Background: an optimization exercise with open tools, aiming at small area and a short achievable clock period. Do not read the settings as production practice.
Where RTL was checked, it was by simulation tests only, not by an equivalence proof against the original.

==> cedar <==
## lj_pair_top
module lj_pair_top (
	input  logic                                   clk,
	input  logic                                   rst_n,
	input  logic                                   pair_valid,
	input  logic                                   pair_last,
	input  logic [3*lj_pkg::CELL_ID_WIDTH-1:0]     home_cell,
	input  logic [3*lj_pkg::CELL_ID_WIDTH-1:0]     nbr_cell,
	input  logic [3*lj_pkg::CELL_POS_WIDTH-1:0]    home_pos,
	input  logic [3*lj_pkg::CELL_POS_WIDTH-1:0]    nbr_pos,
	output logic                                   force_valid,
	output logic signed [lj_pkg::ACC_WIDTH-1:0]    force_x,
	output logic signed [lj_pkg::ACC_WIDTH-1:0]    force_y,
	output logic signed [lj_pkg::ACC_WIDTH-1:0]    force_z,
	output logic [lj_pkg::COUNT_WIDTH-1:0]         pair_count
);
==> flow/config.mk <==
export PLATFORM = sky130hd
export DESIGN_NAME = lj_pair_top
export DESIGN_NICKNAME = lj_pair_top
export VERILOG_FILES = /design/flow/design.v
export SDC_FILE = /design/flow/constraint.sdc
export NUM_CORES = 4
export LEC_CHECK = 0
export ABC_AREA = 1
export CAP_MARGIN = 20
export CORE_MARGIN = 2
export CORE_UTILIZATION = 40
export SLEW_MARGIN = 20
export SETUP_SLACK_MARGIN = 6.5
==> flow/constraint.sdc <==
create_clock -name core_clock -period 9.5 [get_ports {clk}]
set_input_delay 1.9000 -clock core_clock [delete_from_list [all_inputs] [get_ports {clk}]]
set_output_delay 1.9000 -clock core_clock [all_outputs]
set_load 0.01 [all_outputs]
standard.sh (not shown) runs the stock make flow with config.mk's settings and CLKGATE_MAP_FILE= SYNTH_SCRIPT=/design/flow/synth_recipe.tcl, a recipe that flattens the netlist after the stock synthesis.
==> flow/flow/run.sh <==
#!/bin/bash
set -o pipefail
echo "export SETUP_SLACK_MARGIN = 6.5" >> config.mk
bash standard.sh > standard.log 2>&1
==> inputs of sierra, as changes to cedar <==
--- a/flow/design.v
+++ b/flow/design.v
@@ -8,12 +8,49 @@
 	localparam int CMAG_WIDTH  = 14;
 	localparam int PROD_WIDTH  = CMAG_WIDTH + MAG_WIDTH;    
 	localparam int FORCE_SHIFT = 6;
 	localparam int QH_WIDTH    = PROD_WIDTH - FORCE_SHIFT;
 endpackage
 `default_nettype wire
+`default_nettype none
+module lj_add #(
+	parameter int W = 8
+) (
+	input  logic [W-1:0]  a,
+	input  logic [W-1:0]  b,
+	input  logic          ci,
+	output logic [W:0]    s                        
+);
+	localparam int L = $clog2(W);
+	logic [(L+1)*W-1:0]   gg;                      
+	logic [(L+1)*W-1:0]   pp;                      
+	logic [W-1:0]         p0;
+	logic [W:0]           c;
+	assign p0        = a ^ b;
+	assign gg[W-1:0] = (a & b) | {{(W-1){1'b0}}, p0[0] & ci};
+	assign pp[W-1:0] = p0;
+	genvar l, i;
+	generate
+		for (l = 1; l <= L; l++) begin : g_lvl
+			for (i = 0; i < W; i++) begin : g_bit
+				if (((i >> (l - 1)) & 1) == 1) begin : g_op
+					localparam int J = ((i >> (l - 1)) << (l - 1)) - 1;
+					assign gg[l*W+i] = gg[(l-1)*W+i] | (pp[(l-1)*W+i] & gg[(l-1)*W+J]);
+					assign pp[l*W+i] = pp[(l-1)*W+i] & pp[(l-1)*W+J];
+				end else begin : g_pass
+					assign gg[l*W+i] = gg[(l-1)*W+i];
+					assign pp[l*W+i] = pp[(l-1)*W+i];
+				end
+			end
+		end
+	endgenerate
+	assign c[0]   = ci;
+	assign c[W:1] = gg[L*W +: W];
+	assign s      = {c[W], p0 ^ c[W-1:0]};
+endmodule
+`default_nettype wire
 `timescale 1ns/1ns
 `default_nettype none
 import lj_pkg::*;
 module pair_decode (
 	input  logic [lj_pkg::CELL_ID_WIDTH-1:0]   hc,
 	input  logic [lj_pkg::CELL_ID_WIDTH-1:0]   nc,
@@ -607,14 +644,18 @@
 	assign t71 = t16 ^ t30 ^ t44;
 	assign t72 = (t16 & t30) | (t16 & t44) | (t30 & t44);
 	assign t73 = t31 ^ t45;
 	assign t74 = t31 & t45;
 	assign t75 = t32 ^ t46;
 	assign t76 = t32 & t46;
-	assign q = {t48, t76, t74, t72, t70, t68, t66, t64, t62, t60, t58, t56, t54, t52, t50, t49, t4, t3, t2, t1}
-	         + {1'b0, t47, t75, t73, t71, t69, t67, t65, t63, t61, t59, t57, t55, t53, t51, t33, t18, t17, 1'b0, 1'b0};
+	logic [20:0] sum;
+	lj_add #(.W(20)) add_i (
+		.a({t48, t76, t74, t72, t70, t68, t66, t64, t62, t60, t58, t56, t54, t52, t50, t49, t4, t3, t2, t1}),
+		.b({1'b0, t47, t75, t73, t71, t69, t67, t65, t63, t61, t59, t57, t55, t53, t51, t33, t18, t17, 1'b0, 1'b0}),
+		.ci(1'b0), .s(sum));
+	assign q = sum[19:0];
 endmodule
 `default_nettype wire
 `timescale 1ns/1ns
 `default_nettype none
 import lj_pkg::*;
 module force_accumulate (
@@ -635,13 +676,14 @@
 	logic                         dec;             
 	logic [HW-1:0]                hi;
 	logic [HW-1:0]                hi_base;
 	logic [HW:0]                  all1;            
 	logic [HW:0]                  all0;            
 	assign lo_base = clr ? '0 : lo;
-	assign lo_sum  = {1'b0, lo_base, 1'b1} + {1'b0, x, cin};
+	lj_add #(.W(QH_WIDTH)) add_i (.a(lo_base), .b(x), .ci(cin), .s(lo_sum[QH_WIDTH+1:1]));
+	assign lo_sum[0] = 1'b0;
 	always_ff @(posedge clk) begin
 		lo   <= lo_sum[QH_WIDTH:1];
 		lo_d <= lo;
 		inc  <= lo_sum[QH_WIDTH+1] & ~s;
 		dec  <= s & ~lo_sum[QH_WIDTH+1];
 	end
@@ -716,43 +758,49 @@
 	end
 	assign mag1 = ~magn1;
 	logic [13:0]       ra1, rb1;                   
 	lj_sumsq sumsq_i (.a(mag1[0 +: MW]), .b(mag1[MW +: MW]), .c(mag1[2*MW +: MW]),
 		.ra(ra1), .rb(rb1));
 	logic [13:0]       r2;
-	logic              en1;
-	assign r2  = ra1 + rb1;
-	assign en1 = v1 & (r2[13:12] == 2'b00) & (r2[11:4] != 8'd0);    
-	logic              en2, last2;
+	logic [14:0]       r2_sum;
+	lj_add #(.W(14)) add_r2 (.a(ra1), .b(rb1), .ci(1'b0), .s(r2_sum));
+	assign r2  = r2_sum[13:0];
+	logic              v2, last2;
+	logic [1:0]        top2;                       
 	logic [7:0]        tabn2;                      
 	logic [2:0]        neg2;
 	logic [3*MW-1:0]   mag2;
 	always_ff @(posedge clk or negedge rst_n) begin
 		if (!rst_n) begin
-			en2 <= 1'b0;
+			v2 <= 1'b0;
 			last2 <= 1'b0;
 		end else begin
-			en2 <= en1;
+			v2 <= v1;
 			last2 <= last1;
 		end
 	end
 	always_ff @(posedge clk) begin
+		top2 <= r2[13:12];
 		tabn2 <= ~r2[11:4];
 		neg2 <= neg1;
 		mag2 <= mag1;
 	end
 	logic [7:0]        tab2;
+	logic              en2;
 	assign tab2 = ~tabn2;
+	assign en2  = v2 & (top2 == 2'b00) & (tab2 != 8'd0);    
 	logic              csign;
 	logic [CW-1:0]     cmag;
 	force_execute coef_i (.en(en2), .tab(tab2), .csign(csign), .cmag(cmag));
 	logic              en3, last3;
 	logic [2:0]        s3;
 	logic [CW-1:0]     cmag3;
 	logic [3*MW-1:0]   mag3;
 	logic [15:0]       c3_3;                       
+	logic [15:0]       c3;
+	lj_add #(.W(15)) add_c3 (.a({1'b0, cmag}), .b({cmag, 1'b0}), .ci(1'b0), .s(c3));
 	always_ff @(posedge clk or negedge rst_n) begin
 		if (!rst_n) begin
 			en3 <= 1'b0;
 			last3 <= 1'b0;
 		end else begin
 			en3 <= en2;
@@ -760,29 +808,29 @@
 		end
 	end
 	always_ff @(posedge clk) begin
 		s3 <= neg2 ^ {3{csign}};
 		cmag3 <= cmag;
 		mag3 <= mag2;
-		c3_3 <= {2'b00, cmag} + {1'b0, cmag, 1'b0};
+		c3_3 <= c3;
 	end
-    	logic [3*QW-1:0]   x3;
-    	logic [2:0]        cin3;
-    	generate
-    		for (a = 0; a < 3; a++) begin : g_mul
-    			logic [PROD_WIDTH-1:0] q;
-    			lj_mul mul_i (.c(cmag3), .c3(c3_3), .m(mag3[a*MW +: MW]), .q(q));
-    			assign x3[a*QW +: QW] = q[PROD_WIDTH-1:FORCE_SHIFT] ^ {QW{s3[a]}};
-    			assign cin3[a]        = s3[a] & (q[FORCE_SHIFT-1:0] == '0);
-    		end
-    	endgenerate
-    	logic              en4, last4;
-    	logic [2:0]        s4;
-    	logic [2:0]        cin4;
-    	logic [3*QW-1:0]   x4;
-    	always_ff @(posedge clk or negedge rst_n) begin
+	logic [3*QW-1:0]   x3;
+	logic [2:0]        cin3;
+	generate
+		for (a = 0; a < 3; a++) begin : g_mul
+			logic [PROD_WIDTH-1:0] q;
+			lj_mul mul_i (.c(cmag3), .c3(c3_3), .m(mag3[a*MW +: MW]), .q(q));
+			assign x3[a*QW +: QW] = q[PROD_WIDTH-1:FORCE_SHIFT] ^ {QW{s3[a]}};
+			assign cin3[a]        = s3[a] & (q[FORCE_SHIFT-1:0] == '0);
+		end
+	endgenerate
+	logic              en4, last4;
+	logic [2:0]        s4;
+	logic [2:0]        cin4;
+	logic [3*QW-1:0]   x4;
+	always_ff @(posedge clk or negedge rst_n) begin
 		if (!rst_n) begin
 			en4 <= 1'b0;
 			last4 <= 1'b0;
 		end else begin
 			en4 <= en3;
 			last4 <= last3;
==> flow/flow/run.sh (replaced) <==
#!/bin/bash
set -o pipefail
echo "export SETUP_SLACK_MARGIN = 6.1" >> config.mk
bash standard.sh > standard.log 2>&1
--- a/flow/config.mk
+++ b/flow/config.mk
@@ -6,8 +6,10 @@
 export NUM_CORES = 4
 export LEC_CHECK = 0
 export ABC_AREA = 1
 export CAP_MARGIN = 20
 export CORE_MARGIN = 2
 export CORE_UTILIZATION = 40
+export CTS_CLUSTER_DIAMETER = 100
+export CTS_CLUSTER_SIZE = 30
 export SLEW_MARGIN = 20
-export SETUP_SLACK_MARGIN = 6.5
+export SETUP_SLACK_MARGIN = 6.1
==> notes <==
- Against sierra, the final cell count of cedar is larger by 18%.
- Of cedar and sierra, cedar has the higher die area (gap 6.4%, measured against sierra).
- Against sierra, the sequential share of layout area of cedar is lower by 3.3 points.
- Against cedar, the first-iteration DRC count of sierra is smaller by 15%.
- Setup slack: sierra is lower than cedar (54 ps).
- Against sierra, the non-clock buffer count of cedar is higher by 124.
- In sierra the critical path depth is lower than in cedar, by 5.
- Against sierra, the fmax of cedar is larger by 1.6%.
- Hold slack: cedar is worse than sierra (8.0 ps).
No functional check of the RTL was part of sierra.

==> re-timing with driven ports <==
In the flow no input, the clock included, has a driving cell. The finished layouts below were timed again as built, in two steps. Step 1 assumes that a clkbuf_16 drives the clock port and a buf_2 every other input. Step 2 times the ports against the registers' clock, not the clock port: input delays grow and output delays shrink by t, the midpoint of the rising clock arrivals with the driver on. a / b / c = no drivers / after step 1 / after step 2; a / b = the first two.
run | shift t [ns] | setup WS [ns] | slew at the worst register clock pin (ns) | pins driven straight from the clock port
cedar | 0.605 | 6.163 / 6.163 / 5.730 | 0.06 / 0.06 | 1
sierra | 0.576 | 6.109 / 6.100 / 5.609 | 0.12 / 0.12 | 1
After both steps every run listed still meets setup and hold. The setup slack of sierra, which loses most, moves by -0.009 ns with the drivers and by -0.500 ns with both steps.
